Source: an optimization exercise on an open RTL-to-GDS flow (aim: small area, a short achievable clock period and few clock cycles per item). Production flows keep margins and buffers that such runs may drop.
Power figures rest on the tool's default switching activity, not on a simulated workload.

==> inputs of job 4514 <==
==> flow/design.v <==
`default_nettype none
package tls_pkg;
   localparam int COUNT_BITS_DEFAULT = 16;
   localparam int OUT_BITS           = 16;
   localparam int OUT_FIELDS         = 12;
   localparam int RSP_BITS           = OUT_BITS * OUT_FIELDS;
   localparam int BYTE_BITS          = 8;
   localparam logic [BYTE_BITS-1:0] NEWLINE_BYTE = 8'd10;
endpackage
`default_nettype wire
`default_nettype none
module tls_in_stage (
   input  wire logic                         clock,
   input  wire logic                         reset,
   input  wire logic                         in_valid,
   output logic                              in_ready,
   input  wire logic [tls_pkg::BYTE_BITS-1:0] in_data,
   input  wire logic                         in_eof,
   input  wire logic                         resume,      
   output logic                              out_data,    
   output logic                              out_nl,      
   output logic                              out_eof      
);
   logic ready_ff, data_ff, eof_ff, nl_ff;
   logic fire;
   assign fire = in_valid && ready_ff;
   always_ff @(posedge clock) begin
      if (reset) begin
         ready_ff <= 1'b1;
         data_ff  <= 1'b0;
         eof_ff   <= 1'b0;
      end else begin
         ready_ff <= resume || (ready_ff && !(in_valid && in_eof));
         data_ff  <= fire && !in_eof;
         eof_ff   <= fire && in_eof;
      end
   end
   always_ff @(posedge clock) begin
      nl_ff <= (in_data == tls_pkg::NEWLINE_BYTE);
   end
   assign in_ready = ready_ff;
   assign out_data = data_ff;
   assign out_nl   = nl_ff;
   assign out_eof  = eof_ff;
endmodule
`default_nettype wire
`default_nettype none
module tls_file_stats #(
   parameter int COUNT_BITS = tls_pkg::COUNT_BITS_DEFAULT
) (
   input  wire logic                  clock,
   input  wire logic                  clear,
   input  wire logic                  data,      
   input  wire logic                  nl,        
   output logic [COUNT_BITS-1:0]      file_bytes,
   output logic [COUNT_BITS-1:0]      file_lines,
   output logic [COUNT_BITS-1:0]      file_empty,
   output logic [COUNT_BITS-1:0]      width_min,
   output logic [COUNT_BITS-1:0]      width_max
);
   localparam logic [COUNT_BITS-1:0] ALL_ONES = '1;
   function automatic logic [COUNT_BITS-1:0] sat_inc(input logic [COUNT_BITS-1:0] v);
      sat_inc = (v == ALL_ONES) ? v : v + 1'b1;
   endfunction
   logic [COUNT_BITS-1:0] bytes_ff, lines_ff, empty_ff, len_ff, wmin_ff, wmax_ff;
   logic                  fresh_ff;    
   logic                  le_min_ff;   
   logic                  gt_max_ff;   
   always_ff @(posedge clock) begin
      if (clear) begin
         bytes_ff  <= '0;
         lines_ff  <= '0;
         empty_ff  <= '0;
         len_ff    <= '0;
         wmin_ff   <= ALL_ONES;
         wmax_ff   <= '0;
         fresh_ff  <= 1'b1;
         le_min_ff <= 1'b1;
         gt_max_ff <= 1'b0;
      end else if (data) begin
         bytes_ff <= sat_inc(bytes_ff);
         if (fresh_ff) begin
            lines_ff <= sat_inc(lines_ff);
         end
         if (nl) begin
            if (fresh_ff) begin
               empty_ff <= sat_inc(empty_ff);
            end
            if (le_min_ff) begin
               wmin_ff <= len_ff;
            end
            if (gt_max_ff) begin
               wmax_ff <= len_ff;
            end
            len_ff    <= '0;
            fresh_ff  <= 1'b1;
            le_min_ff <= 1'b1;
            gt_max_ff <= 1'b0;
         end else begin
            fresh_ff <= 1'b0;
            if (len_ff != ALL_ONES) begin
               len_ff    <= len_ff + 1'b1;
               le_min_ff <= le_min_ff && (len_ff != wmin_ff);
               gt_max_ff <= gt_max_ff || (len_ff == wmax_ff);
            end
         end
      end
   end
   assign file_bytes = bytes_ff;
   assign file_lines = lines_ff;
   assign file_empty = empty_ff;
   assign width_min  = wmin_ff;
   assign width_max  = wmax_ff;
endmodule
`default_nettype wire
`default_nettype none
module tls_totals #(
   parameter int COUNT_BITS = tls_pkg::COUNT_BITS_DEFAULT
) (
   input  wire logic                    clock,
   input  wire logic                    reset,
   input  wire logic                    start,       
   output logic                         done,        
   input  wire logic [COUNT_BITS-1:0]   file_bytes,
   input  wire logic [COUNT_BITS-1:0]   file_lines,
   input  wire logic [COUNT_BITS-1:0]   file_empty,
   output logic [7*COUNT_BITS-1:0]      words
);
   localparam int H = COUNT_BITS / 2;
   localparam int N = 14;
   localparam logic [H-1:0] ALL_ONES = '1;
   logic [H-1:0]          c_ff [0:N-1];
   logic [N-1:1]          t_ff;        
   logic                  stale_ff;
   logic                  cy_ff;
   logic [N-1:0]          t;
   logic [COUNT_BITS-1:0] b16;
   logic [H-1:0]          a, b, bx, r, fix;
   logic [H:0]            s;
   logic                  rot, hi, is_add, is_min, sel_bytes, sel_lines, sel_empty;
   logic                  cin, take_b, do_fix;
   assign t         = {t_ff, start};
   assign rot       = |t;
   assign done      = t[N-1];
   assign hi        = t[1] | t[3] | t[5] | t[7] | t[9] | t[11] | t[13];
   assign is_add    = t[0] | t[1] | t[2] | t[3] | t[4] | t[5];
   assign is_min    = t[6] | t[7] | t[10] | t[11];
   assign sel_bytes = t[0] | t[1] | t[6] | t[7] | t[8] | t[9];
   assign sel_lines = t[2] | t[3] | t[10] | t[11] | t[12] | t[13];
   assign sel_empty = t[4] | t[5];
   always_comb begin
      b16 = '0;
      if (sel_bytes) b16 = b16 | file_bytes;
      if (sel_lines) b16 = b16 | file_lines;
      if (sel_empty) b16 = b16 | file_empty;
   end
   assign b   = hi ? b16[COUNT_BITS-1:H] : b16[H-1:0];
   assign a   = stale_ff ? {H{is_min}} : c_ff[0];
   assign bx  = is_add ? b : ~b;
   assign cin = hi ? cy_ff : !is_add;
   assign s   = {1'b0, a} + {1'b0, bx} + {{H{1'b0}}, cin};
   assign take_b = is_min ? s[H] : !s[H];
   always_comb begin
      if (is_add) begin
         r = (hi && s[H]) ? ALL_ONES : s[H-1:0];
      end else begin
         r = (hi && take_b) ? b : a;
      end
   end
   assign do_fix = hi && (is_add ? s[H] : take_b);
   assign fix    = do_fix ? (is_add ? ALL_ONES : b16[H-1:0]) : c_ff[N-1];
   always_ff @(posedge clock) begin
      if (reset) begin
         t_ff     <= '0;
         stale_ff <= 1'b1;
      end else begin
         t_ff <= t[N-2:0];
         if (done) begin
            stale_ff <= 1'b0;
         end
      end
   end
   always_ff @(posedge clock) begin
      cy_ff <= s[H];
   end
   always_ff @(posedge clock) begin
      if (rot) begin
         for (int i = 0; i < N - 2; i++) begin
            c_ff[i] <= c_ff[i+1];
         end
         c_ff[N-2] <= fix;
         c_ff[N-1] <= r;
      end
   end
   always_comb begin
      for (int i = 0; i < N; i++) begin
         words[i*H +: H] = c_ff[i];
      end
   end
endmodule
`default_nettype wire
`default_nettype none
module text_line_statistics_top #(
   parameter int COUNT_BITS = tls_pkg::COUNT_BITS_DEFAULT
) (
   input  wire logic                           clock,
   input  wire logic                           reset,
   input  wire logic                           req_tvalid,
   output logic                                req_tready,
   input  wire logic [tls_pkg::BYTE_BITS-1:0]  req_tdata,   
   input  wire logic                           req_tuser,   
   output logic                                rsp_tvalid,
   input  wire logic                           rsp_tready,
   output logic [tls_pkg::RSP_BITS-1:0]        rsp_tdata
);
   logic                    s1_data, s1_nl, s1_eof;
   logic                    rsp_valid_ff;
   logic                    last, take;
   logic [COUNT_BITS-1:0]   file_bytes, file_lines, file_empty, width_min, width_max;
   logic [7*COUNT_BITS-1:0] words;
   assign take = rsp_valid_ff && rsp_tready;
   tls_in_stage u_in_stage (
      .clock    (clock),
      .reset    (reset),
      .in_valid (req_tvalid),
      .in_ready (req_tready),
      .in_data  (req_tdata),
      .in_eof   (req_tuser),
      .resume   (take),
      .out_data (s1_data),
      .out_nl   (s1_nl),
      .out_eof  (s1_eof)
   );
   tls_file_stats #(
      .COUNT_BITS (COUNT_BITS)
   ) u_file_stats (
      .clock      (clock),
      .clear      (reset || take),
      .data       (s1_data),
      .nl         (s1_nl),
      .file_bytes (file_bytes),
      .file_lines (file_lines),
      .file_empty (file_empty),
      .width_min  (width_min),
      .width_max  (width_max)
   );
   tls_totals #(
      .COUNT_BITS (COUNT_BITS)
   ) u_totals (
      .clock      (clock),
      .reset      (reset),
      .start      (s1_eof),
      .done       (last),
      .file_bytes (file_bytes),
      .file_lines (file_lines),
      .file_empty (file_empty),
      .words      (words)
   );
   always_ff @(posedge clock) begin
      if (reset) begin
         rsp_valid_ff <= 1'b0;
      end else begin
         rsp_valid_ff <= last || (rsp_valid_ff && !rsp_tready);
      end
   end
   assign rsp_tvalid = rsp_valid_ff;
   assign rsp_tdata  = {words, width_max, width_min, file_empty, file_lines, file_bytes};
endmodule
`default_nettype wire
==> flow/flow/run.sh <==
#!/bin/bash
# Standard layout, with plain buf_1 cells as the port buffers.
set -euo pipefail
export BUFFER_PORTS_ARGS="-buffer_cell sky130_fd_sc_hd__buf_1"
bash standard.sh > standard_flow.log 2>&1
==> flow/standard.sh <==
#!/bin/bash
# synth_recipe.tcl (not shown) runs the flow's synth.tcl, then flattens the netlist and writes it again
# the make line also repeats each setting of config.mk as NAME=value (left out here)
make -C /OpenROAD-flow-scripts/flow DESIGN_CONFIG=/design/flow/config.mk WORK_HOME=/design/flow/orfs CLKGATE_MAP_FILE= SYNTH_SCRIPT=/design/flow/synth_recipe.tcl "${@:-finish}"
==> flow/config.mk <==
export PLATFORM = sky130hd
export DESIGN_NAME = text_line_statistics_top
export DESIGN_NICKNAME = text_line_statistics_top
export VERILOG_FILES = /design/flow/design.v
export SDC_FILE = /design/flow/constraint.sdc
export NUM_CORES = 4
export LEC_CHECK = 0
export ABC_AREA = 1
export CAP_MARGIN = 20
export CORE_MARGIN = 2
export CORE_UTILIZATION = 40
export SLEW_MARGIN = 20
==> flow/constraint.sdc <==
create_clock -name core_clock -period 3.5 [get_ports {clock}]
set_input_delay 0.7000 -clock core_clock [delete_from_list [all_inputs] [get_ports {clock}]]
set_output_delay 0.7000 -clock core_clock [all_outputs]
set_load 0.01 [all_outputs]
==> job 1416 (differences from job 4514) <==
--- a/flow/design.v
+++ b/flow/design.v
@@ -126,77 +126,59 @@
    input  wire logic [COUNT_BITS-1:0]   file_empty,
    output logic [7*COUNT_BITS-1:0]      words
 );
-   localparam int H = COUNT_BITS / 2;
-   localparam int N = 14;
-   localparam logic [H-1:0] ALL_ONES = '1;
-   logic [H-1:0]          c_ff [0:N-1];
-   logic [N-1:1]          t_ff;        
+   localparam logic [COUNT_BITS-1:0] ALL_ONES = '1;
+   logic [COUNT_BITS-1:0] w_ff [0:6];
+   logic [6:1]            t_ff;        
    logic                  stale_ff;
-   logic                  cy_ff;
-   logic [N-1:0]          t;
-   logic [COUNT_BITS-1:0] b16;
-   logic [H-1:0]          a, b, bx, r, fix;
-   logic [H:0]            s;
-   logic                  rot, hi, is_add, is_min, sel_bytes, sel_lines, sel_empty;
-   logic                  cin, take_b, do_fix;
-   assign t         = {t_ff, start};
-   assign rot       = |t;
-   assign done      = t[N-1];
-   assign hi        = t[1] | t[3] | t[5] | t[7] | t[9] | t[11] | t[13];
-   assign is_add    = t[0] | t[1] | t[2] | t[3] | t[4] | t[5];
-   assign is_min    = t[6] | t[7] | t[10] | t[11];
-   assign sel_bytes = t[0] | t[1] | t[6] | t[7] | t[8] | t[9];
-   assign sel_lines = t[2] | t[3] | t[10] | t[11] | t[12] | t[13];
-   assign sel_empty = t[4] | t[5];
+   logic [6:0]            t;
+   logic [COUNT_BITS-1:0] a, b, bx, r;
+   logic [COUNT_BITS:0]   s;
+   logic                  rot, is_add, is_min, take_b;
+   assign t      = {t_ff, start};
+   assign rot    = |t;
+   assign done   = t[6];
+   assign is_add = t[0] | t[1] | t[2];
+   assign is_min = t[3] | t[5];
    always_comb begin
-      b16 = '0;
-      if (sel_bytes) b16 = b16 | file_bytes;
-      if (sel_lines) b16 = b16 | file_lines;
-      if (sel_empty) b16 = b16 | file_empty;
-   end
-   assign b   = hi ? b16[COUNT_BITS-1:H] : b16[H-1:0];
-   assign a   = stale_ff ? {H{is_min}} : c_ff[0];
-   assign bx  = is_add ? b : ~b;
-   assign cin = hi ? cy_ff : !is_add;
-   assign s   = {1'b0, a} + {1'b0, bx} + {{H{1'b0}}, cin};
-   assign take_b = is_min ? s[H] : !s[H];
+      b = '0;
+      if (t[0] | t[3] | t[4]) b = b | file_bytes;
+      if (t[1] | t[5] | t[6]) b = b | file_lines;
+      if (t[2])               b = b | file_empty;
+   end
+   assign a      = stale_ff ? {COUNT_BITS{is_min}} : w_ff[0];
+   assign bx     = is_add ? b : ~b;
+   assign s      = {1'b0, a} + {1'b0, bx} + {{COUNT_BITS{1'b0}}, !is_add};
+   assign take_b = is_min ? s[COUNT_BITS] : !s[COUNT_BITS];
    always_comb begin
       if (is_add) begin
-         r = (hi && s[H]) ? ALL_ONES : s[H-1:0];
-      end else begin
-         r = (hi && take_b) ? b : a;
-      end
-   end
-   assign do_fix = hi && (is_add ? s[H] : take_b);
-   assign fix    = do_fix ? (is_add ? ALL_ONES : b16[H-1:0]) : c_ff[N-1];
+         r = s[COUNT_BITS] ? ALL_ONES : s[COUNT_BITS-1:0];
+      end else begin
+         r = take_b ? b : a;
+      end
+   end
    always_ff @(posedge clock) begin
       if (reset) begin
          t_ff     <= '0;
          stale_ff <= 1'b1;
       end else begin
-         t_ff <= t[N-2:0];
-         if (done) begin
+         t_ff <= t[5:0];
+         if (t[6]) begin
             stale_ff <= 1'b0;
          end
       end
    end
    always_ff @(posedge clock) begin
-      cy_ff <= s[H];
-   end
-   always_ff @(posedge clock) begin
       if (rot) begin
-         for (int i = 0; i < N - 2; i++) begin
-            c_ff[i] <= c_ff[i+1];
-         end
-         c_ff[N-2] <= fix;
-         c_ff[N-1] <= r;
-      end
-   end
-   always_comb begin
-      for (int i = 0; i < N; i++) begin
-         words[i*H +: H] = c_ff[i];
-      end
-   end
+         w_ff[0] <= w_ff[1];
+         w_ff[1] <= w_ff[2];
+         w_ff[2] <= w_ff[3];
+         w_ff[3] <= w_ff[4];
+         w_ff[4] <= w_ff[5];
+         w_ff[5] <= w_ff[6];
+         w_ff[6] <= r;
+      end
+   end
+   assign words = {w_ff[6], w_ff[5], w_ff[4], w_ff[3], w_ff[2], w_ff[1], w_ff[0]};
 endmodule
 `default_nettype wire
 `default_nettype none
==> flow/run.sh (new file) <==
#!/bin/bash
# synth_recipe.tcl (not shown) runs the flow's synth.tcl, then flattens the netlist and writes it again
# the make line also repeats each setting of config.mk as NAME=value (left out here)
make -C /OpenROAD-flow-scripts/flow DESIGN_CONFIG=/design/flow/config.mk WORK_HOME=/design/flow/orfs CLKGATE_MAP_FILE= SYNTH_SCRIPT=/design/flow/synth_recipe.tcl finish
- ABC_AREA: 1 -> not set
removed: flow/flow/run.sh
removed: flow/standard.sh
==> job 5491 (differences from job 4514) <==
--- a/flow/design.v
+++ b/flow/design.v
@@ -59,8 +59,15 @@
    output logic [COUNT_BITS-1:0]      width_max
 );
    localparam logic [COUNT_BITS-1:0] ALL_ONES = '1;
+   function automatic logic [COUNT_BITS-1:0] inc(input logic [COUNT_BITS-1:0] v);
+      logic [COUNT_BITS-1:0] low;    
+      for (int i = 0; i < COUNT_BITS; i++) begin
+         low    = ({{COUNT_BITS{1'b0}}, 1'b1} << i) - 1'b1;
+         inc[i] = v[i] ^ (&(v | ~low));
+      end
+   endfunction
    function automatic logic [COUNT_BITS-1:0] sat_inc(input logic [COUNT_BITS-1:0] v);
-      sat_inc = (v == ALL_ONES) ? v : v + 1'b1;
+      sat_inc = (v == ALL_ONES) ? v : inc(v);
    endfunction
    logic [COUNT_BITS-1:0] bytes_ff, lines_ff, empty_ff, len_ff, wmin_ff, wmax_ff;
    logic                  fresh_ff;    
@@ -99,7 +106,7 @@
          end else begin
             fresh_ff <= 1'b0;
             if (len_ff != ALL_ONES) begin
-               len_ff    <= len_ff + 1'b1;
+               len_ff    <= inc(len_ff);
                le_min_ff <= le_min_ff && (len_ff != wmin_ff);
                gt_max_ff <= gt_max_ff || (len_ff == wmax_ff);
             end
@@ -130,61 +137,98 @@
    localparam int N = 14;
    localparam logic [H-1:0] ALL_ONES = '1;
    logic [H-1:0]          c_ff [0:N-1];
-   logic [N-1:1]          t_ff;        
-   logic                  stale_ff;
-   logic                  cy_ff;
-   logic [N-1:0]          t;
-   logic [COUNT_BITS-1:0] b16;
-   logic [H-1:0]          a, b, bx, r, fix;
+   logic                  run_ff, stale_ff, cy_ff;
+   logic [3:0]            st_ff;                   
+   logic                  hi_ff, add_ff, min_ff, sel_b_ff, sel_l_ff;
+   logic [H-1:0]          b_ff;                    
+   logic [3:0]            nst;
+   logic [2:0]            nk;
+   logic                  n_run, n_add, n_min, n_sel_b, n_sel_l;
+   logic [COUNT_BITS-1:0] nb16;
+   logic [H-1:0]          nb;
+   logic [H-1:0]          a, b_raw, b_lo, r, fix;
    logic [H:0]            s;
-   logic                  rot, hi, is_add, is_min, sel_bytes, sel_lines, sel_empty;
    logic                  cin, take_b, do_fix;
-   assign t         = {t_ff, start};
-   assign rot       = |t;
-   assign done      = t[N-1];
-   assign hi        = t[1] | t[3] | t[5] | t[7] | t[9] | t[11] | t[13];
-   assign is_add    = t[0] | t[1] | t[2] | t[3] | t[4] | t[5];
-   assign is_min    = t[6] | t[7] | t[10] | t[11];
-   assign sel_bytes = t[0] | t[1] | t[6] | t[7] | t[8] | t[9];
-   assign sel_lines = t[2] | t[3] | t[10] | t[11] | t[12] | t[13];
-   assign sel_empty = t[4] | t[5];
-   always_comb begin
-      b16 = '0;
-      if (sel_bytes) b16 = b16 | file_bytes;
-      if (sel_lines) b16 = b16 | file_lines;
-      if (sel_empty) b16 = b16 | file_empty;
-   end
-   assign b   = hi ? b16[COUNT_BITS-1:H] : b16[H-1:0];
-   assign a   = stale_ff ? {H{is_min}} : c_ff[0];
-   assign bx  = is_add ? b : ~b;
-   assign cin = hi ? cy_ff : !is_add;
-   assign s   = {1'b0, a} + {1'b0, bx} + {{H{1'b0}}, cin};
-   assign take_b = is_min ? s[H] : !s[H];
-   always_comb begin
-      if (is_add) begin
-         r = (hi && s[H]) ? ALL_ONES : s[H-1:0];
-      end else begin
-         r = (hi && take_b) ? b : a;
-      end
-   end
-   assign do_fix = hi && (is_add ? s[H] : take_b);
-   assign fix    = do_fix ? (is_add ? ALL_ONES : b16[H-1:0]) : c_ff[N-1];
+   assign done  = run_ff && (st_ff == 4'd13);
+   assign n_run = start || (run_ff && !done);
+   assign nst   = start ? 4'd0 : st_ff + 4'd1;
+   assign nk    = nst[3:1];
+   assign n_add   = (nk <= 3'd2);
+   assign n_min   = (nk == 3'd3) || (nk == 3'd5);
+   assign n_sel_b = (nk == 3'd0) || (nk == 3'd3) || (nk == 3'd4);
+   assign n_sel_l = (nk == 3'd1) || (nk == 3'd5) || (nk == 3'd6);
+   always_comb begin
+      if (n_sel_b)      nb16 = file_bytes;
+      else if (n_sel_l) nb16 = file_lines;
+      else              nb16 = file_empty;
+   end
+   assign nb = (nst[0] ? nb16[COUNT_BITS-1:H] : nb16[H-1:0]) ^ {H{!n_add}};
    always_ff @(posedge clock) begin
       if (reset) begin
-         t_ff     <= '0;
+         run_ff   <= 1'b0;
          stale_ff <= 1'b1;
       end else begin
-         t_ff <= t[N-2:0];
+         run_ff <= n_run;
          if (done) begin
             stale_ff <= 1'b0;
          end
       end
    end
    always_ff @(posedge clock) begin
-      cy_ff <= s[H];
-   end
-   always_ff @(posedge clock) begin
-      if (rot) begin
+      st_ff    <= nst;
+      hi_ff    <= nst[0];
+      add_ff   <= n_add;
+      min_ff   <= n_min;
+      sel_b_ff <= n_sel_b;
+      sel_l_ff <= n_sel_l;
+      b_ff     <= nb;
+      cy_ff    <= s[H];
+   end
+   assign a      = stale_ff ? {H{min_ff}} : c_ff[0];
+   assign cin    = hi_ff ? cy_ff : !add_ff;
+   logic [H-1:0] g0, p0, x0;
+   logic [H:0]   cc;
+   always_comb begin
+      logic [H-1:0] g, p, gn, pn;
+      g0 = a & b_ff;
+      p0 = a | b_ff;
+      x0 = p0 & ~g0;
+      g  = g0;
+      p  = p0;
+      for (int d = 1; d < H; d = d * 2) begin
+         gn = g;
+         pn = p;
+         for (int i = d; i < H; i++) begin
+            gn[i] = g[i] | (p[i] & g[i-d]);
+            pn[i] = p[i] & p[i-d];
+         end
+         g = gn;
+         p = pn;
+      end
+      cc[0] = cin;
+      for (int i = 0; i < H; i++) begin
+         cc[i+1] = g[i] | (p[i] & cin);
+      end
+      s = {cc[H], x0 ^ cc[H-1:0]};
+   end
+   assign take_b = min_ff ? s[H] : !s[H];
+   assign b_raw  = add_ff ? b_ff : ~b_ff;
+   always_comb begin
+      if (add_ff) begin
+         r = (hi_ff && s[H]) ? ALL_ONES : s[H-1:0];
+      end else begin
+         r = (hi_ff && take_b) ? b_raw : a;
+      end
+   end
+   always_comb begin
+      if (sel_b_ff)      b_lo = file_bytes[H-1:0];
+      else if (sel_l_ff) b_lo = file_lines[H-1:0];
+      else               b_lo = file_empty[H-1:0];
+   end
+   assign do_fix = hi_ff && (add_ff ? s[H] : take_b);
+   assign fix    = do_fix ? (add_ff ? ALL_ONES : b_lo) : c_ff[N-1];
+   always_ff @(posedge clock) begin
+      if (run_ff) begin
          for (int i = 0; i < N - 2; i++) begin
             c_ff[i] <= c_ff[i+1];
          end
- ABC_AREA: 1 -> not set
- ABC_CLOCK_PERIOD_IN_PS: not set -> 1700
==> run summary <==
Outcome: job 1416 failed layout checks; job 4514 no timing/DRC/antenna violations; job 5491 no timing/DRC/antenna violations
Layout check failures: job 1416 negative setup slack; job 4514 -; job 5491 -
Sequential fraction of total cell area: job 1416 39.29%; job 4514 45.33%; job 5491 47.31%
Most common cell after layout, fill and taps aside: job 1416 clkdlybuf4s50_1; job 4514 nand2_1; job 5491 buf_1
Logic depth of the worst path, buffers included: job 1416 23; job 4514 19; job 5491 11
Number of buffers other than clock buffers in the final layout: job 1416 335; job 4514 227; job 5491 221
Sum Neg Setup Slack: job 1416 -3.009 ns; job 4514 0 ns; job 5491 0 ns
Sequential logic power: job 1416 2.90 mW; job 4514 3.01 mW; job 5491 3.30 mW
Arrival time worst endpoint: job 1416 3.98 ns; job 4514 3.56 ns; job 5491 3.56 ns
CTS sink count: job 1416 223; job 4514 231; job 5491 235
Cell area after placement: job 1416 12980 sq um; job 4514 11650 sq um; job 5491 11400 sq um
Post-cts sizing count: job 1416 33; job 4514 0; job 5491 0
Xor/xnor share of the synthesized area: job 1416 9.635%; job 4514 5.063%; job 5491 6.616%
Number of cells on the worst hold path: job 1416 0; job 4514 2; job 5491 3
Non-clock inverters: job 1416 21; job 4514 115; job 5491 33
Share of power burned in combinational logic: job 1416 10.7%; job 4514 6.1%; job 5491 25.4%
Core utilization of the finished layout: job 1416 58.83%; job 4514 48.78%; job 5491 48.79%
Total wire length after detailed routing: job 1416 27610 um; job 4514 28070 um; job 5491 26820 um
Cell with the most instances on the worst path: job 1416 buf_4; job 4514 nand2_1; job 5491 a21oi_1
Part of the power in registers: job 1416 46.3%; job 4514 45.9%; job 5491 39.7%
Portion of the post-synthesis area used by sequential elements: job 1416 56.90%; job 4514 54.45%; job 5491 56.53%
Slew HR: job 1416 51.25%; job 4514 55.71%; job 5491 53.59%
Worst setup path end: job 1416 u_totals.w_ff[6][3]$_DFFE_PP_; job 4514 u_totals.c_ff[12][4]$_DFFE_PP_; job 5491 u_totals.c_ff[12][4]$_DFFE_PP_
No functional check of the RTL was part of any run of this note.

-- port drivers added, routing unchanged --
In the flow no input, the clock included, has a driving cell. The finished layouts below were timed again as built, in two steps. Step 1, drivers: a clkbuf_16 drives clock and a buf_2 each remaining input, both assumed. Step 2 adds t to the input delays and takes it off the output delays; t is the mean of the earliest and latest rising clock arrival at the registers after step 1. Input paths then give back, and output paths get back, about the clock's delay inside the block. Three values: ideal, step 1, step 2; two values: the first two.
run	t, ns	slack for setup (ns)	worst register clock-pin slew, ns	worst slew at a driven data input, ns	cell pins on the clock port's net
job 4514	0.593	0.244 / 0.244 / 0.244	0.07 / 0.07	0.06	1
job 1416	0.569	-0.227 / -0.227 / -0.227	0.07 / 0.07	0.07	1
job 5491	0.568	0.270 / 0.270 / 0.270	0.06 / 0.06	0.03	1
